From an optimization exercise on the open Yosys and OpenROAD flow, aimed at small area, a short achievable clock period and few clock cycles per item; shortcuts taken in it are not production practice. In this exercise RTL edits were held to simulation tests only and were not proved equivalent to the original. No activity file was given, so power comes from the tool's default toggle rates.

===== design/flow/config.mk =====
export PLATFORM = sky130hd
export DESIGN_NAME = w4a8_gemm_top
export DESIGN_NICKNAME = w4a8_gemm_top
export VERILOG_FILES = /design/flow/design.v
export SDC_FILE = /design/flow/constraint.sdc
export NUM_CORES = 4
export LEC_CHECK = 0
export CAP_MARGIN = 20
export CORE_MARGIN = 2
export CORE_UTILIZATION = 40
export SETUP_SLACK_MARGIN = 3
export SLEW_MARGIN = 20

===== design/flow/constraint.sdc =====
create_clock -name core_clock -period 8.0 [get_ports {ap_clk}]
set_input_delay 1.6000 -clock core_clock [delete_from_list [all_inputs] [get_ports {ap_clk}]]
set_output_delay 1.6000 -clock core_clock [all_outputs]
set_load 0.01 [all_outputs]

===== design/flow/design.v =====
`default_nettype none
package gemm_pkg;
  typedef logic [32-1:0] beat_t;
  typedef logic [2*4*8-1:0] a_tile_t;
  typedef logic [2*4*4-1:0] b_tile_t;
  typedef logic signed [32-1:0] res_t;
  typedef logic [2*2*32-1:0] res_tile_t;
  typedef struct packed {
    a_tile_t a;
    b_tile_t b;
  } operand_t;
  typedef enum logic [2:0] {IDLE, LOAD, COMPUTE, DRAIN, DONE} ctrl_state_t;
endpackage
`default_nettype wire
`timescale 1ns/1ps
`default_nettype none
module tile_mac (
  input  wire  [31:0] a_row,
  input  wire  [15:0] b_row,
  output wire  [13:0] dot
);
  wire e0 = 1'b0 ^ b_row[0];
  wire e1 = (b_row[1] & ~b_row[0] & ~1'b0) | (~b_row[1] & b_row[0] & 1'b0);
  wire p2 = ((e0 & a_row[0])) ^ b_row[1];
  wire p3 = ((e0 & a_row[1]) | (e1 & a_row[0])) ^ b_row[1];
  wire p4 = ((e0 & a_row[2]) | (e1 & a_row[1])) ^ b_row[1];
  wire p5 = ((e0 & a_row[3]) | (e1 & a_row[2])) ^ b_row[1];
  wire p6 = ((e0 & a_row[4]) | (e1 & a_row[3])) ^ b_row[1];
  wire p7 = ((e0 & a_row[5]) | (e1 & a_row[4])) ^ b_row[1];
  wire p8 = ((e0 & a_row[6]) | (e1 & a_row[5])) ^ b_row[1];
  wire p9 = ((e0 & a_row[7]) | (e1 & a_row[6])) ^ b_row[1];
  wire p10 = ((e0 & a_row[7]) | (e1 & a_row[7])) ^ b_row[1];
  wire p11 = ~p10;
  wire e12 = b_row[1] ^ b_row[2];
  wire e13 = (b_row[3] & ~b_row[2] & ~b_row[1]) | (~b_row[3] & b_row[2] & b_row[1]);
  wire p14 = ((e12 & a_row[0])) ^ b_row[3];
  wire p15 = ((e12 & a_row[1]) | (e13 & a_row[0])) ^ b_row[3];
  wire p16 = ((e12 & a_row[2]) | (e13 & a_row[1])) ^ b_row[3];
  wire p17 = ((e12 & a_row[3]) | (e13 & a_row[2])) ^ b_row[3];
  wire p18 = ((e12 & a_row[4]) | (e13 & a_row[3])) ^ b_row[3];
  wire p19 = ((e12 & a_row[5]) | (e13 & a_row[4])) ^ b_row[3];
  wire p20 = ((e12 & a_row[6]) | (e13 & a_row[5])) ^ b_row[3];
  wire p21 = ((e12 & a_row[7]) | (e13 & a_row[6])) ^ b_row[3];
  wire p22 = ((e12 & a_row[7]) | (e13 & a_row[7])) ^ b_row[3];
  wire p23 = ~p22;
  wire e24 = 1'b0 ^ b_row[4];
  wire e25 = (b_row[5] & ~b_row[4] & ~1'b0) | (~b_row[5] & b_row[4] & 1'b0);
  wire p26 = ((e24 & a_row[8])) ^ b_row[5];
  wire p27 = ((e24 & a_row[9]) | (e25 & a_row[8])) ^ b_row[5];
  wire p28 = ((e24 & a_row[10]) | (e25 & a_row[9])) ^ b_row[5];
  wire p29 = ((e24 & a_row[11]) | (e25 & a_row[10])) ^ b_row[5];
  wire p30 = ((e24 & a_row[12]) | (e25 & a_row[11])) ^ b_row[5];
  wire p31 = ((e24 & a_row[13]) | (e25 & a_row[12])) ^ b_row[5];
  wire p32 = ((e24 & a_row[14]) | (e25 & a_row[13])) ^ b_row[5];
  wire p33 = ((e24 & a_row[15]) | (e25 & a_row[14])) ^ b_row[5];
  wire p34 = ((e24 & a_row[15]) | (e25 & a_row[15])) ^ b_row[5];
  wire p35 = ~p34;
  wire e36 = b_row[5] ^ b_row[6];
  wire e37 = (b_row[7] & ~b_row[6] & ~b_row[5]) | (~b_row[7] & b_row[6] & b_row[5]);
  wire p38 = ((e36 & a_row[8])) ^ b_row[7];
  wire p39 = ((e36 & a_row[9]) | (e37 & a_row[8])) ^ b_row[7];
  wire p40 = ((e36 & a_row[10]) | (e37 & a_row[9])) ^ b_row[7];
  wire p41 = ((e36 & a_row[11]) | (e37 & a_row[10])) ^ b_row[7];
  wire p42 = ((e36 & a_row[12]) | (e37 & a_row[11])) ^ b_row[7];
  wire p43 = ((e36 & a_row[13]) | (e37 & a_row[12])) ^ b_row[7];
  wire p44 = ((e36 & a_row[14]) | (e37 & a_row[13])) ^ b_row[7];
  wire p45 = ((e36 & a_row[15]) | (e37 & a_row[14])) ^ b_row[7];
  wire p46 = ((e36 & a_row[15]) | (e37 & a_row[15])) ^ b_row[7];
  wire p47 = ~p46;
  wire e48 = 1'b0 ^ b_row[8];
  wire e49 = (b_row[9] & ~b_row[8] & ~1'b0) | (~b_row[9] & b_row[8] & 1'b0);
  wire p50 = ((e48 & a_row[16])) ^ b_row[9];
  wire p51 = ((e48 & a_row[17]) | (e49 & a_row[16])) ^ b_row[9];
  wire p52 = ((e48 & a_row[18]) | (e49 & a_row[17])) ^ b_row[9];
  wire p53 = ((e48 & a_row[19]) | (e49 & a_row[18])) ^ b_row[9];
  wire p54 = ((e48 & a_row[20]) | (e49 & a_row[19])) ^ b_row[9];
  wire p55 = ((e48 & a_row[21]) | (e49 & a_row[20])) ^ b_row[9];
  wire p56 = ((e48 & a_row[22]) | (e49 & a_row[21])) ^ b_row[9];
  wire p57 = ((e48 & a_row[23]) | (e49 & a_row[22])) ^ b_row[9];
  wire p58 = ((e48 & a_row[23]) | (e49 & a_row[23])) ^ b_row[9];
  wire p59 = ~p58;
  wire e60 = b_row[9] ^ b_row[10];
  wire e61 = (b_row[11] & ~b_row[10] & ~b_row[9]) | (~b_row[11] & b_row[10] & b_row[9]);
  wire p62 = ((e60 & a_row[16])) ^ b_row[11];
  wire p63 = ((e60 & a_row[17]) | (e61 & a_row[16])) ^ b_row[11];
  wire p64 = ((e60 & a_row[18]) | (e61 & a_row[17])) ^ b_row[11];
  wire p65 = ((e60 & a_row[19]) | (e61 & a_row[18])) ^ b_row[11];
  wire p66 = ((e60 & a_row[20]) | (e61 & a_row[19])) ^ b_row[11];
  wire p67 = ((e60 & a_row[21]) | (e61 & a_row[20])) ^ b_row[11];
  wire p68 = ((e60 & a_row[22]) | (e61 & a_row[21])) ^ b_row[11];
  wire p69 = ((e60 & a_row[23]) | (e61 & a_row[22])) ^ b_row[11];
  wire p70 = ((e60 & a_row[23]) | (e61 & a_row[23])) ^ b_row[11];
  wire p71 = ~p70;
  wire e72 = 1'b0 ^ b_row[12];
  wire e73 = (b_row[13] & ~b_row[12] & ~1'b0) | (~b_row[13] & b_row[12] & 1'b0);
  wire p74 = ((e72 & a_row[24])) ^ b_row[13];
  wire p75 = ((e72 & a_row[25]) | (e73 & a_row[24])) ^ b_row[13];
  wire p76 = ((e72 & a_row[26]) | (e73 & a_row[25])) ^ b_row[13];
  wire p77 = ((e72 & a_row[27]) | (e73 & a_row[26])) ^ b_row[13];
  wire p78 = ((e72 & a_row[28]) | (e73 & a_row[27])) ^ b_row[13];
  wire p79 = ((e72 & a_row[29]) | (e73 & a_row[28])) ^ b_row[13];
  wire p80 = ((e72 & a_row[30]) | (e73 & a_row[29])) ^ b_row[13];
  wire p81 = ((e72 & a_row[31]) | (e73 & a_row[30])) ^ b_row[13];
  wire p82 = ((e72 & a_row[31]) | (e73 & a_row[31])) ^ b_row[13];
  wire p83 = ~p82;
  wire e84 = b_row[13] ^ b_row[14];
  wire e85 = (b_row[15] & ~b_row[14] & ~b_row[13]) | (~b_row[15] & b_row[14] & b_row[13]);
  wire p86 = ((e84 & a_row[24])) ^ b_row[15];
  wire p87 = ((e84 & a_row[25]) | (e85 & a_row[24])) ^ b_row[15];
  wire p88 = ((e84 & a_row[26]) | (e85 & a_row[25])) ^ b_row[15];
  wire p89 = ((e84 & a_row[27]) | (e85 & a_row[26])) ^ b_row[15];
  wire p90 = ((e84 & a_row[28]) | (e85 & a_row[27])) ^ b_row[15];
  wire p91 = ((e84 & a_row[29]) | (e85 & a_row[28])) ^ b_row[15];
  wire p92 = ((e84 & a_row[30]) | (e85 & a_row[29])) ^ b_row[15];
  wire p93 = ((e84 & a_row[31]) | (e85 & a_row[30])) ^ b_row[15];
  wire p94 = ((e84 & a_row[31]) | (e85 & a_row[31])) ^ b_row[15];
  wire p95 = ~p94;
  wire s96 = b_row[13] ^ b_row[1] ^ b_row[5];
  wire c97 = (b_row[13] & b_row[1]) | (b_row[5] & (b_row[13] ^ b_row[1]));
  wire s98 = b_row[9] ^ s96 ^ p2;
  wire c99 = (b_row[9] & s96) | (p2 & (b_row[9] ^ s96));
  wire s100 = p26 ^ p50 ^ p74;
  wire c101 = (p26 & p50) | (p74 & (p26 ^ p50));
  wire s102 = c97 ^ p27 ^ p3;
  wire c103 = (c97 & p27) | (p3 & (c97 ^ p27));
  wire s104 = p51 ^ p75 ^ c101;
  wire c105 = (p51 & p75) | (c101 & (p51 ^ p75));
  wire s106 = c99 ^ s102;
  wire c107 = c99 & s102;
  wire s108 = b_row[11] ^ b_row[15] ^ b_row[3];
  wire c109 = (b_row[11] & b_row[15]) | (b_row[3] & (b_row[11] ^ b_row[15]));
  wire s110 = b_row[7] ^ s108 ^ p14;
  wire c111 = (b_row[7] & s108) | (p14 & (b_row[7] ^ s108));
  wire s112 = p28 ^ p38 ^ p4;
  wire c113 = (p28 & p38) | (p4 & (p28 ^ p38));
  wire s114 = p52 ^ p62 ^ p76;
  wire c115 = (p52 & p62) | (p76 & (p52 ^ p62));
  wire s116 = p86 ^ c103 ^ s110;
  wire c117 = (p86 & c103) | (s110 & (p86 ^ c103));
  wire s118 = s112 ^ s114 ^ c107;
  wire c119 = (s112 & s114) | (c107 & (s112 ^ s114));
  wire s120 = c105 ^ s116;
  wire c121 = c105 & s116;
  wire s122 = c109 ^ p15 ^ p29;
  wire c123 = (c109 & p15) | (p29 & (c109 ^ p15));
  wire s124 = p39 ^ p5 ^ p53;
  wire c125 = (p39 & p5) | (p53 & (p39 ^ p5));
  wire s126 = p63 ^ p77 ^ p87;
  wire c127 = (p63 & p77) | (p87 & (p63 ^ p77));
  wire s128 = c111 ^ c113 ^ c115;
  wire c129 = (c111 & c113) | (c115 & (c111 ^ c113));
  wire s130 = s122 ^ s124 ^ s126;
  wire c131 = (s122 & s124) | (s126 & (s122 ^ s124));
  wire s132 = s128 ^ c117 ^ s130;
  wire c133 = (s128 & c117) | (s130 & (s128 ^ c117));
  wire s134 = c119 ^ c121;
  wire c135 = c119 & c121;
  wire s136 = p16 ^ p30 ^ p40;
  wire c137 = (p16 & p30) | (p40 & (p16 ^ p30));
  wire s138 = p54 ^ p6 ^ p64;
  wire c139 = (p54 & p6) | (p64 & (p54 ^ p6));
  wire s140 = p78 ^ p88 ^ c123;
  wire c141 = (p78 & p88) | (c123 & (p78 ^ p88));
  wire s142 = c125 ^ c127 ^ s136;
  wire c143 = (c125 & c127) | (s136 & (c125 ^ c127));
  wire s144 = s138 ^ c129 ^ s140;
  wire c145 = (s138 & c129) | (s140 & (s138 ^ c129));
  wire s146 = c131 ^ s142 ^ c133;
  wire c147 = (c131 & s142) | (c133 & (c131 ^ s142));
  wire s148 = s144 ^ c135;
  wire c149 = s144 & c135;
  wire s150 = p17 ^ p31 ^ p41;
  wire c151 = (p17 & p31) | (p41 & (p17 ^ p31));
  wire s152 = p55 ^ p65 ^ p7;
  wire c153 = (p55 & p65) | (p7 & (p55 ^ p65));
  wire s154 = p79 ^ p89 ^ c137;
  wire c155 = (p79 & p89) | (c137 & (p79 ^ p89));
  wire s156 = c139 ^ s150 ^ s152;
  wire c157 = (c139 & s150) | (s152 & (c139 ^ s150));
  wire s158 = c141 ^ s154 ^ c143;
  wire c159 = (c141 & s154) | (c143 & (c141 ^ s154));
  wire s160 = s156 ^ c145 ^ s158;
  wire c161 = (s156 & c145) | (s158 & (s156 ^ c145));
  wire s162 = c149 ^ c147;
  wire c163 = c149 & c147;
  wire s164 = p18 ^ p32 ^ p42;
  wire c165 = (p18 & p32) | (p42 & (p18 ^ p32));
  wire s166 = p56 ^ p66 ^ p8;
  wire c167 = (p56 & p66) | (p8 & (p56 ^ p66));
  wire s168 = p80 ^ p90 ^ c151;
  wire c169 = (p80 & p90) | (c151 & (p80 ^ p90));
  wire s170 = c153 ^ s164 ^ s166;
  wire c171 = (c153 & s164) | (s166 & (c153 ^ s164));
  wire s172 = c155 ^ s168 ^ c157;
  wire c173 = (c155 & s168) | (c157 & (c155 ^ s168));
  wire s174 = s170 ^ c159 ^ s172;
  wire c175 = (s170 & c159) | (s172 & (s170 ^ c159));
  wire s176 = c161 ^ s174;
  wire c177 = c161 & s174;
  wire s178 = p19 ^ p33 ^ p43;
  wire c179 = (p19 & p33) | (p43 & (p19 ^ p33));
  wire s180 = p57 ^ p67 ^ p81;
  wire c181 = (p57 & p67) | (p81 & (p57 ^ p67));
  wire s182 = p9 ^ p91 ^ c165;
  wire c183 = (p9 & p91) | (c165 & (p9 ^ p91));
  wire s184 = c167 ^ s178 ^ s180;
  wire c185 = (c167 & s178) | (s180 & (c167 ^ s178));
  wire s186 = c169 ^ s182 ^ c171;
  wire c187 = (c169 & s182) | (c171 & (c169 ^ s182));
  wire s188 = s184 ^ c173 ^ s186;
  wire c189 = (s184 & c173) | (s186 & (s184 ^ c173));
  wire s190 = c175 ^ s188;
  wire c191 = c175 & s188;
  wire s192 = p11 ^ p20 ^ p35;
  wire c193 = (p11 & p20) | (p35 & (p11 ^ p20));
  wire s194 = p44 ^ p59 ^ p68;
  wire c195 = (p44 & p59) | (p68 & (p44 ^ p59));
  wire s196 = p83 ^ p92 ^ c179;
  wire c197 = (p83 & p92) | (c179 & (p83 ^ p92));
  wire s198 = c181 ^ s192 ^ s194;
  wire c199 = (c181 & s192) | (s194 & (c181 ^ s192));
  wire s200 = c183 ^ s196 ^ c185;
  wire c201 = (c183 & s196) | (c185 & (c183 ^ s196));
  wire s202 = s198 ^ c187 ^ s200;
  wire c203 = (s198 & c187) | (s200 & (s198 ^ c187));
  wire s204 = c189 ^ s202;
  wire c205 = c189 & s202;
  wire s206 = p21 ^ p45 ^ p69;
  wire c207 = (p21 & p45) | (p69 & (p21 ^ p45));
  wire s208 = p93 ^ c193 ^ c195;
  wire c209 = (p93 & c193) | (c195 & (p93 ^ c193));
  wire s210 = s206 ^ c197 ^ s208;
  wire c211 = (s206 & c197) | (s208 & (s206 ^ c197));
  wire s212 = c199 ^ c201 ^ s210;
  wire c213 = (c199 & c201) | (s210 & (c199 ^ c201));
  wire s214 = c203 ^ s212;
  wire c215 = c203 & s212;
  wire s216 = 1'b1 ^ p23 ^ p47;
  wire c217 = (1'b1 & p23) | (p47 & (1'b1 ^ p23));
  wire s218 = p71 ^ p95 ^ c207;
  wire c219 = (p71 & p95) | (c207 & (p71 ^ p95));
  wire s220 = s216 ^ c209 ^ s218;
  wire c221 = (s216 & c209) | (s218 & (s216 ^ c209));
  wire s222 = c211 ^ s220 ^ c213;
  wire c223 = (c211 & s220) | (c213 & (c211 ^ s220));
  wire s224 = 1'b1 ^ c217 ^ c219;
  wire c225 = (1'b1 & c217) | (c219 & (1'b1 ^ c217));
  wire s226 = c221 ^ s224;
  wire c227 = c221 & s224;
  wire [13:0] row_x = {1'b1, c225, s226, c215, c205, c191, c177, c163, s160, s148, s132, s118, s106, s100};
  wire [13:0] row_y = {1'b0, c227, c223, s222, s214, s204, s190, s176, s162, s146, s134, s120, s104, s98};
  assign dot = row_x + row_y;
endmodule
`default_nettype wire
`timescale 1ns/1ps
`default_nettype none
module w4a8_gemm_top (
  input  wire         ap_clk,
  input  wire         areset,
  input  wire         ap_start,
  input  wire         write_result,
  input  wire         a_req,
  input  wire  [31:0] a_data,
  input  wire         b_req,
  input  wire  [31:0] b_data,
  input  wire         out_ready,
  output wire         ap_idle,
  output wire         ap_done,
  output wire         ap_ready,
  output wire         a_ack,
  output wire         b_ack,
  output wire         out_valid,
  output wire  [31:0] out_data
);
  logic        run;        
  logic        done_q;
  logic        wr_q;
  logic        ack_a, ack_b;
  logic [1:0]  a_cnt;      
  logic        b_got;      
  logic [2:0]  wcnt;       
  logic        ov;
  logic [13:0] oreg;
  logic [31:0] areg;
  logic [31:0] breg;
  logic [13:0] dot;
  wire xfer    = ov & out_ready;
  wire take_a  = run & a_req & ~ack_a & (a_cnt == 2'd0 | (a_cnt == 2'd1 & (~wr_q | wcnt[1])));
  wire take_b  = run & b_req & ~ack_b & ~b_got;
  wire row_in  = wcnt[1] ? (a_cnt == 2'd2) : (a_cnt == 2'd1);
  wire load    = run & wr_q & ~wcnt[2] & b_got & row_in & (~ov | out_ready);
  wire tiles   = (a_cnt == 2'd2) & ~ack_a & b_got & ~ack_b;
  wire fin     = run & tiles & (~wr_q | (wcnt[2] & (~ov | out_ready)));
  tile_mac mac0 (
    .a_row (areg),
    .b_row (wcnt[0] ? breg[31:16] : breg[15:0]),
    .dot   (dot)
  );
  always_ff @(posedge ap_clk) begin
    if (areset) begin
      run    <= 1'b0;
      done_q <= 1'b0;
      wr_q   <= 1'b0;
      ack_a  <= 1'b0;
      ack_b  <= 1'b0;
      a_cnt  <= '0;
      b_got  <= 1'b0;
      wcnt   <= '0;
      ov     <= 1'b0;
    end else begin
      done_q <= fin;
      if (~run) begin
        if (ap_start & ~done_q) begin
          run   <= 1'b1;
          wr_q  <= write_result;
          a_cnt <= '0;
          b_got <= 1'b0;
          wcnt  <= '0;
        end
      end else if (fin) begin
        run <= 1'b0;
      end
      if (take_a) begin
        ack_a <= 1'b1;
        a_cnt <= a_cnt + 2'd1;
      end else if (~a_req) begin
        ack_a <= 1'b0;
      end
      if (take_b) begin
        ack_b <= 1'b1;
        b_got <= 1'b1;
      end else if (~b_req) begin
        ack_b <= 1'b0;
      end
      if (load) begin
        ov   <= 1'b1;
        wcnt <= wcnt + 3'd1;
      end else if (xfer) begin
        ov   <= 1'b0;
      end
    end
  end
  always_ff @(posedge ap_clk) begin
    if (take_a) areg <= a_data;
    if (take_b) breg <= b_data;
    if (load)   oreg <= dot;
  end
  assign ap_idle   = ~run;
  assign ap_done   = done_q;
  assign ap_ready  = done_q;
  assign a_ack     = ack_a;
  assign b_ack     = ack_b;
  assign out_valid = ov;
  assign out_data  = {{18{oreg[13]}}, oreg};
endmodule
`default_nettype wire

===== design/flow/run.sh =====
#!/bin/bash
# synth_recipe.tcl (not shown) runs the flow's synth.tcl, then flattens the netlist and writes it again
# the make line also repeats each setting of config.mk as NAME=value (left out here)
make -C /OpenROAD-flow-scripts/flow DESIGN_CONFIG=/design/flow/config.mk WORK_HOME=/design/flow/orfs CLKGATE_MAP_FILE= SYNTH_SCRIPT=/design/flow/synth_recipe.tcl finish

==> results.py <==
metrics = {
    "die": {
        "die_height_um": 138,
        "start_util_pct": 40.5,
        "io-pin-count": 109,
        "core_um2": 17800,
        "rows": 49,
        "die_area_um2": 19100,
        "die_w_um": 138,
    },
    "worst_setup_path": {
        "cp_num_buf_inv": 2,
        "critPathMaxStageDelay_ps": 590,
        "crit_type": "flip-flop to flip-flop",
        "rr_worst_depth": 18,
        "crit_top_cell": "fa_1",
        "start_kind": "flip-flop",
        "worstReg2RegStart": "wcnt[0]",
        "r2r-end": "oreg[12]",
        "critPathArrivalTime_ps": 5170,
        "regToRegSetupSlack_ps": 3020,
        "cp.required_ps": 8190,
        "crit_slowest_cell": "fa_2",
        "worst_path_dominant_cell_family": "adder cells",
        "cp-end-kind": "flip-flop",
        "crit_cells": 18,
        "path_max_fanout": 6,
        "crit_chain": "mux2i_4 -> inv_6 -> xnor2_2 -> and2_4 -> a22oi_2 -> o21ai_2 -> fa_1 -> inv_1 -> fa_1 -> fa_1 -> fa_2 -> fa_2 -> ha_4 -> and3_4 -> a31oi_1 -> o21ai_1 -> and2_1 -> a211oi_2",
    },
    "clocking": {
        "cts_tree": "done",
        "cts_buffer_depth": 2,
        "cts_root_buf": "clkbuf_16",
        "cts.clk_slew.worst_paths_ps": 70,
        "cts_buffers": 9,
        "insertion_delay_ps": 350,
        "cts_htree_levels": 3,
        "cts.sinks": 90,
    },
    "flow_run": {
        "cap_violations": 0,
    },
    "final_layout": {
        "n_antenna_cell": 0,
        "layout_commonest_cell": "clkdlybuf4s50_1",
        "drive_gt1_share_pct": 25.3,
        "final_cell_mix": "clkdlybuf4s50_1, edfxtp_1, inv_1",
        "fin_util_pct": 54.4,
        "nFillCells": 1506,
        "nets": 925,
        "area_growth_pct": 34.3,
        "ff_latch_area_um2": 2590,
        "multi_input_area_um2": 4570,
    },
    "routing": {
        "ant_nets": 0,
        "vias_per_cell": 5.24,
        "vias": 5256,
        "first_pass_iters": 5,
        "wl_um": 17200,
        "routedWlPerCell_um": 17.2,
        "initialDrtViolationCount": 279,
        "drc": 0,
    },
    "global_routing": {
        "grt_pass1_vias": 5298,
        "top_usage_layer": "met2",
        "grt_pass1_wl_um": 27700,
        "antenna_found_initial": 0,
        "grt_use_total_pct": 18.2,
        "grt_util_met1_pct": 23.0,
        "grt_max_degree": 36,
        "use_met2_pct": 32.0,
        "gr-total-overflow": 0,
        "use_met3_pct": 3.33,
    },
    "power_and_ir_drop": {
        "power.total_mw": 2.92,
        "power_leakage_nw": 3.71,
        "power.share.combinational_pct": 64.7,
        "max-vdd-ir-drop_mv": 0.299,
        "internal_power_mw": 1.76,
        "clkPwrFrac_pct": 14.3,
        "swShare_pct": 39.8,
        "net-switching-power_mw": 1.16,
        "cellPowerDensity_nw_per_um2": 302,
        "sequentialPowerShare_pct": 21.0,
    },
    "sta": {
        "fin_hold_ws_ps": 499,
        "period_share_pct": 62.2,
        "max_freq_mhz": 201,
        "hold_viol_final": 0,
        "rsz0062_at_grt": "true",
        "tightest_slew_ps": 997,
        "max-slew-margin-rel_pct": 33.2,
        "setup_viol": 0,
        "tns_ps": 0,
        "drv_slew": 0,
        "fin_skew_ps": 7.28,
        "period_minus_slack_ps": 4980,
    },
    "hold_path": {
        "min_to": "ack_a",
        "holdPathStages": 2,
        "hold_start": "ack_a",
        "hold_path_class": "flip-flop to flip-flop",
    },
    "place": {
        "io_buffers": 108,
        "gp_congestion": 0.942,
        "hpwl_um": 13000,
    },
    "synth": {
        "yosysWarnings": 1,
        "synthTopCellsByArea": "edfxtp_1, fa_1, mux2i_1",
        "netlist.area_leader.share_pct": 32.6,
        "ys.flop_type": "edfxtp_1",
        "syn_area_per_cell_um2": 11.6,
        "synth_cell_types": 62,
        "synth_edf_count": 78,
        "synth_top_area_cell": "edfxtp_1",
        "syn-num-nets": 777,
        "synth_area_um2": 7190,
        "async_reset_ff_share_pct": 0,
        "synth_seq_cells": 90,
        "synth_cells": 622,
        "synth-seq-area-share_pct": 35.9,
    },
    "status": {
        "status": "timing/DRC/antenna clean",
    },
}
## layer usage
layer,up-vias,routed length [um]
met2,147,8930
met5,-,0
li1,2522,-
met4,0,307
met3,22,684
met1,2565,7320
## registers in the layout (all words and copies together) (netlist names), 2 cells and up
signal  cells
a_cnt       2
areg       32
breg       32
oreg       14
wcnt        3
## kinds of logic after synthesis
family                   share of synthesized area [%]
flip-flops                                        35.9
multiplexers                                      13.0
adder cells (fa/ha/maj)                           20.5
AO/OA/AOI/OAI                                     13.2
buffers and inverters                             7.48
AND/OR/NAND/NOR                                   7.63
XOR/XNOR                                          2.31
## synthesized netlist by cell type, drive strengths merged (4+ instances only)
master / number
inv: 76
a221oi: 16
fa: 55
a22o: 13
nor3: 7
nor2: 28
nand2: 34
clkbuf: 4
a31oi: 4
xnor2: 17
and2: 7
mux2i: 53
buf: 29
o21ai: 29
nor2b: 11
dfxtp: 12
ha: 29
edfxtp: 78
mux2: 23
a21oi: 35
a22oi: 25
## worst min-delay path, delay by kind of cell, from the launching register on
kind,cells,cell delay [ps]
AOI/OAI and AO/OA,1,50
DFF,1,340
and+or+nand+nor,1,60
## per-stage QoR
stage / instances / instance area (um2) / worst slack [ps]
CTS: 978 / 9330 / 2960
global placement: 928 / 8390 / 2130
floorplan: 622 / 7240 / 3000
detailed placement: 928 / 8390 / 2020
finish: 1004 / 9660 / 3020
global route: 1004 / 9660 / 2830
## power by group through the flow
stage | logic (mW) | registers, mW | clock network (mW)
floorplan | 0.998 | 0.620 | 0
global placement | 1.25 | 0.624 | 0
detailed placement | 1.28 | 0.624 | 0
CTS | 1.64 | 0.615 | 0.423
global route | 2.06 | 0.618 | 0.446
finish | 1.89 | 0.615 | 0.417
## area by class of cell
cell class / instances / share of cell area (%)
Clock buffer: 11 / 2.51
Clock inverter: 5 / 0.453
Inverter: 76 / 3.16
Multi-Input combinational cell: 423 / 47.3
Sequential cell: 90 / 26.8
Tap cell: 229 / 2.96
Timing Repair Buffer: 170 / 16.8
## what timing repair did
action / in CTS / in global routing
hold buffers: 0 / 0
gates resized for setup: 70 / 33
pin swaps: 26 / 32
buffers inserted: 34 / 26
setup endpoints to repair: 10 / 8
## worst max path at each step
stage / from / to / slack [ps]
after detailed placement: wcnt[0] / oreg[11] / 2020
after global routing: wcnt[0] / oreg[11] / 2830
after floorplan: wcnt[0] / oreg[13] / 3000
after CTS: wcnt[0] / oreg[13] / 2960
final: wcnt[0] / oreg[12] / 3020
after global placement: wcnt[0] / oreg[13] / 2130
Testbench counts, summed over its fixed seeds: cycles 28,425, jobs 3,200.

static timing again, ports no longer ideal:
How much do the figures lean on ideal ports? The routed layout below was timed once more, with nothing changed but the port constraints.
Step 1 (the two cells are an assumption about what drives the block):
set clk [get_ports {ap_clk}]
set_driving_cell -lib_cell sky130_fd_sc_hd__clkbuf_16 $clk
set_driving_cell -lib_cell sky130_fd_sc_hd__buf_2 [delete_from_list [all_inputs] $clk]
Step 2 times the ports against the registers' clock, not the clock port: input delays grow and output delays shrink by t, the midpoint of the rising clock arrivals with the driver on.
a / b / c = ideal ports / drivers / drivers and shift; a / b = the first two.
t (ns): 0.394
setup WS [ns]: 3.020 / 3.020 / 3.020
worst hold slack (ns): 0.499 / 0.499 / 0.499
slew at the worst register clock pin (ns): 0.07 / 0.07
After both steps this run still meets setup and hold. For this run, drivers alone change the setup slack by 0.000 ns; drivers and shift together by 0.000 ns.
